Context: an optimization exercise on an open-source flow, tuned for small area, a short achievable clock period and few clock cycles per item. The choices shown serve that exercise and are no tape-out recipe. Where RTL was checked, it was by simulation tests only, not by an equivalence proof against the original. Power and IR drop assume default switching activity.

the previous run:
==> module icache_hit_check, before the edit <==
module icache_hit_check (
	input  logic [29:0] addr_i,
	input  logic [24:0] head_hi_i,
	input  logic [4:0]  end_lo_i,
	input  logic        carry_i,
	output logic        seq_o
);
	logic [24:0] b;
	logic [24:0] cr;
	logic [24:0] co;
	assign b     = {24'd0, carry_i};
	assign cr    = head_hi_i ^ b ^ addr_i[29:5];
	assign co    = (head_hi_i & b) | (head_hi_i & cr) | (b & cr);
	assign seq_o = (addr_i[4:0] == end_lo_i) && (cr == {co[23:0], 1'b0});
endmodule
==> module icache_top, before the edit <==
module icache_top #(
	parameter int OFFSET_W = icache_pkg::OFFSET_W,
	parameter int INDEX_W  = icache_pkg::INDEX_W,
	parameter int TAG_W    = icache_pkg::ADDR_W - INDEX_W - OFFSET_W
) (
	input  logic                  clock_i,
	input  logic                  rst_n_i,
	input  logic                  fetch_i,
	input  icache_pkg::addr_t     fetch_addr_i,
	input  logic                  flush_i,
	output logic                  instr_valid_o,
	output icache_pkg::word_t     instr_o,
	output icache_pkg::addr_t     instr_addr_o,
	output logic                  miss_o,
	output logic                  mem_req_o,
	output icache_pkg::addr_t     mem_line_addr_o,
	input  logic                  mem_rvalid_i,
	input  icache_pkg::word_t     mem_rdata_i
);
	localparam int CAP = 31;
	localparam int LOW = 4;
	logic [4:0]     n_q;      
	logic           busy_q;   
	logic           lm_q;     
	logic           miss_q;
	logic           rdy_q;    
	logic           ireq_q;   
	logic           ereq_q;   
	logic [29:0]    h_q;      
	logic [1:0]     wc_q;     
	logic [LOW-1:0] ml_q;     
	logic [4:0]     el_q;     
	logic           c_q;      
	logic           seq;
	logic           nz;
	logic           acc;
	logic           start;
	logic           deliver;
	logic           endw;
	logic           req;
	logic           lost;
	logic           clr;
	logic [24:0]    pm;
	logic [29:0]    h_inc;
	logic [4:0]     n_inc;
	logic [4:0]     n_dec;
	logic           busy_d;
	logic           lm_d;
	logic [29:0]    h_d;
	logic [1:0]     wc_d;
	logic [4:0]     n_d    [2];
	logic           nz_d   [2];
	logic           rdy_d  [2];
	logic           miss_d [2];
	logic           ireq_d [2];
	logic           ereq_d [2];
	for (genvar g = 0; g < 25; g++)
	begin : g_pm
		if (g == 0)
		begin : g_lsb
			assign pm[g] = 1'b1;
		end
		else
		begin : g_bit
			assign pm[g] = &h_q[g+4:5];
		end
	end
	assign h_inc  = {h_q[29:5] ^ (pm & {25{&h_q[4:0]}}), h_q[4:0] + 5'd1};
	icache_hit_check i_seq (
		.addr_i    (fetch_addr_i[31:2]),
		.head_hi_i (h_q[29:5]),
		.end_lo_i  (el_q),
		.carry_i   (c_q),
		.seq_o     (seq)
	);
	assign n_inc = n_q + 5'd1;
	assign n_dec = n_q - 5'd1;
	assign nz      = n_q != '0;
	assign acc     = fetch_i && !miss_q && !flush_i;
	assign start   = acc && !nz;
	assign deliver = mem_rvalid_i && rdy_q;
	assign endw    = mem_rvalid_i && (wc_q == 2'd3);
	assign req     = ireq_q || (mem_rvalid_i && ereq_q);
	assign lost    = endw && lm_q && nz && !rdy_q;
	assign clr     = flush_i || lost;
	assign busy_d = req || (busy_q && !endw);
	assign lm_d   = !start && (req || (lm_q && !endw));
	assign h_d    = start ? fetch_addr_i[31:2] : (deliver ? h_inc : h_q);
	assign wc_d   = req ? 2'd0 : (mem_rvalid_i ? wc_q + 2'd1 : wc_q);
	logic n_ge2;
	logic n_ge3;
	logic n_eq30;
	logic m_d;
	logic wrap_d;
	assign n_ge2  = n_q > 5'd1;
	assign n_ge3  = n_q > 5'd2;
	assign n_eq30 = n_q == 5'(CAP - 1);
	always_comb
	begin
		if (deliver)
		begin
			m_d = 1'b1;
		end
		else if (req)
		begin
			m_d = h_q[1:0] == 2'd0;
		end
		else if (mem_rvalid_i)
		begin
			m_d = h_q[1:0] == wc_q + 2'd1;
		end
		else
		begin
			m_d = h_q[1:0] == wc_q;
		end
	end
	assign wrap_d = start ? (&fetch_addr_i[LOW+3:4])
		: (deliver ? (&h_inc[LOW+1:2]) : (&h_q[LOW+1:2]));
	logic [4:0] el_d;
	logic       c_d;
	assign el_d = start ? fetch_addr_i[6:2] + 5'd1 : (acc ? el_q + 5'd1 : el_q);
	assign c_d  = start ? (&fetch_addr_i[6:2])
		: ((acc && (&el_q)) || (c_q && !(deliver && (&h_q[4:0]))));
	for (genvar s = 0; s < 2; s++)
	begin : g_seq
		logic good;
		logic bad;
		logic gt1_d;
		assign good = acc && (!nz || (s == 1));
		assign bad  = acc && nz && (s == 0);
		always_comb
		begin
			n_d[s] = n_q;
			if (clr)
			begin
				n_d[s] = '0;
			end
			else if (good && !deliver)
			begin
				n_d[s] = n_inc;
			end
			else if (deliver && !good)
			begin
				n_d[s] = n_dec;
			end
		end
		assign nz_d[s] = !clr && (good || (deliver ? n_ge2 : nz));
		assign gt1_d   = !clr && (good ? (deliver ? n_ge2 : nz) : (deliver ? n_ge3 : n_ge2));
		assign rdy_d[s] = busy_d && lm_d && nz_d[s] && m_d;
		assign miss_d[s] = !flush_i && (miss_q ? nz_d[s]
			: (bad || lost || (!clr && good && !deliver && n_eq30)));
		assign ireq_d[s] = !busy_d && nz_d[s];
		assign ereq_d[s] = busy_d && (wc_d == 2'd3) && (lm_d
			? (rdy_d[s] && gt1_d && !wrap_d)
			: nz_d[s]);
	end
	logic [8:0] ctl_pick;
	icache_lookup #(.W(9)) i_pick_ctl (
		.sel_i (seq),
		.a_i   ({n_d[0], miss_d[0], rdy_d[0], ireq_d[0], ereq_d[0]}),
		.b_i   ({n_d[1], miss_d[1], rdy_d[1], ireq_d[1], ereq_d[1]}),
		.y_o   (ctl_pick)
	);
	assign mem_req_o       = req;
	assign mem_line_addr_o = {h_q[29:LOW+2], ml_q, 4'b0000};
	assign instr_valid_o   = deliver;
	assign instr_o         = mem_rdata_i;
	assign instr_addr_o    = {h_q, 2'b00};
	assign miss_o          = miss_q;
	always_ff @(posedge clock_i or negedge rst_n_i)
	begin
		if (!rst_n_i)
		begin
			n_q    <= '0;
			busy_q <= 1'b0;
			lm_q   <= 1'b0;
			miss_q <= 1'b0;
			rdy_q  <= 1'b0;
			ireq_q <= 1'b0;
			ereq_q <= 1'b0;
		end
		else
		begin
			{n_q, miss_q, rdy_q, ireq_q, ereq_q} <= ctl_pick;
			busy_q <= busy_d;
			lm_q   <= lm_d;
		end
	end
	always_ff @(posedge clock_i)
	begin
		h_q  <= h_d;
		wc_q <= wc_d;
		el_q <= el_d;
		c_q  <= c_d;
		ml_q <= h_d[LOW+1:2] + LOW'(lm_d);
	end
endmodule
export LEC_CHECK = 0
export CAP_MARGIN = 20
export CORE_MARGIN = 2
export CORE_UTILIZATION = 60
export SETUP_SLACK_MARGIN = 1.5
export SLEW_MARGIN = 20
export SYNTH_HIERARCHICAL = 1
export SYNTH_MINIMUM_KEEP_SIZE = 0
create_clock -name core_clock -period 4.0 [get_ports {clock_i}]
standard.sh (not shown) runs the stock make flow with config.mk's settings and CLKGATE_MAP_FILE= SYNTH_SCRIPT=/design/flow/synth_recipe.tcl, a recipe that flattens the netlist after the stock synthesis.
==> flow/flow/run.sh <==
#!/bin/bash
# own flow: the standard layout, with port buffers of a plain buffer cell
set -o pipefail
cp standard.sh standard.sh.txt 2>/dev/null
cp config.mk config.mk.txt
export BUFFER_PORTS_ARGS="-buffer_cell sky130_fd_sc_hd__buf_1"
export ADDER_MAP_FILE=
bash standard.sh > standard.log 2>&1
Changes in the current run relative to the previous run:
--- a/flow/design.v
+++ b/flow/design.v
@@ -35,18 +35,19 @@
 	assign y_o = sel_i ? b_i : a_i;
 endmodule
-module icache_hit_check (
-	input  logic [29:0] addr_i,
-	input  logic [24:0] head_hi_i,
-	input  logic [4:0]  end_lo_i,
-	input  logic        carry_i,
-	output logic        seq_o
+module icache_hit_check #(
+	parameter int NW = 5
+) (
+	input  logic [29:0]   addr_i,
+	input  logic [29:0]   head_i,
+	input  logic [NW-1:0] count_i,
+	output logic          seq_o
 );
-	logic [24:0] b;
-	logic [24:0] cr;
-	logic [24:0] co;
-	assign b     = {24'd0, carry_i};
-	assign cr    = head_hi_i ^ b ^ addr_i[29:5];
-	assign co    = (head_hi_i & b) | (head_hi_i & cr) | (b & cr);
-	assign seq_o = (addr_i[4:0] == end_lo_i) && (cr == {co[23:0], 1'b0});
+	logic [29:0] b;
+	logic [29:0] cr;
+	logic [29:0] co;
+	assign b     = {{(30-NW){1'b0}}, count_i};
+	assign cr    = head_i ^ b ^ addr_i;
+	assign co    = (head_i & b) | (head_i & cr) | (b & cr);
+	assign seq_o = cr == {co[28:0], 1'b0};
 endmodule
 module icache_top #(
@@ -81,6 +82,4 @@
 	logic [1:0]     wc_q;     
 	logic [LOW-1:0] ml_q;     
-	logic [4:0]     el_q;     
-	logic           c_q;      
 	logic           seq;
 	logic           nz;
@@ -118,10 +117,9 @@
 	end
 	assign h_inc  = {h_q[29:5] ^ (pm & {25{&h_q[4:0]}}), h_q[4:0] + 5'd1};
-	icache_hit_check i_seq (
-		.addr_i    (fetch_addr_i[31:2]),
-		.head_hi_i (h_q[29:5]),
-		.end_lo_i  (el_q),
-		.carry_i   (c_q),
-		.seq_o     (seq)
+	icache_hit_check #(.NW(5)) i_seq (
+		.addr_i  (fetch_addr_i[31:2]),
+		.head_i  (h_q),
+		.count_i (n_q),
+		.seq_o   (seq)
 	);
 	assign n_inc = n_q + 5'd1;
@@ -168,9 +166,4 @@
 	assign wrap_d = start ? (&fetch_addr_i[LOW+3:4])
 		: (deliver ? (&h_inc[LOW+1:2]) : (&h_q[LOW+1:2]));
-	logic [4:0] el_d;
-	logic       c_d;
-	assign el_d = start ? fetch_addr_i[6:2] + 5'd1 : (acc ? el_q + 5'd1 : el_q);
-	assign c_d  = start ? (&fetch_addr_i[6:2])
-		: ((acc && (&el_q)) || (c_q && !(deliver && (&h_q[4:0]))));
 	for (genvar s = 0; s < 2; s++)
 	begin : g_seq
@@ -242,6 +235,4 @@
 		h_q  <= h_d;
 		wc_q <= wc_d;
-		el_q <= el_d;
-		c_q  <= c_d;
 		ml_q <= h_d[LOW+1:2] + LOW'(lm_d);
 	end
### Flow results
Diff the previous run -> the current run: met3 track utilization from global routing picked up an extra 2.0 points; power of the sequential group lower; post-synthesis cell count higher. Logic depth of the worst setup path including buffers: the current run vs the previous run up 5. The current run vs the previous run: non-clock buffer contribution to total cell area up in the current run. For the previous run, the timing startpoint of the critical path was mem_rvalid_i, unlike the current run, where it was fetch_addr_i[9]. Changes observed in the current run relative to the previous run: share of the yosys chip area belonging to registers dropped 3.1 points, clock share of power climbed 1.8 points.
Testbench counts of the current run, summed over its fixed seeds: cycles 71,895, items 32,000.
For the previous run, only the layout was checked, not whether the RTL still works.

## port drivers added, routing unchanged
The results above use ideal ports. As a check the final layouts listed here were re-extracted and re-timed, cells and wires unchanged. Step 1 (the two cells are an assumption about what drives the block):
set clk [get_ports {clock_i}]
set_driving_cell -lib_cell sky130_fd_sc_hd__clkbuf_16 $clk
set_driving_cell -lib_cell sky130_fd_sc_hd__buf_2 [delete_from_list [all_inputs] $clk]
Step 2 moves the port delays by t, midway between the first and last clock arrival at a register: inputs arrive t later, outputs are due t later. That takes back most of the time a late clock gives input paths. Slacks: ideal / step 1 / step 2; pairs: ideal / step 1.
| run | shift t [ns] | setup slack, ns | worst data-port slew with drivers (ns) |
|---|---|---|---|
| the previous run | 0.328 | 1.618 / 1.595 / 1.293 | 0.08 |
| the current run | 0.333 | 1.396 / 1.401 / 1.068 | 0.07 |
After both steps setup and hold are still met in every run listed. The setup slack of the current run, which loses most, moves by +0.005 ns with the drivers and by -0.328 ns with both steps.
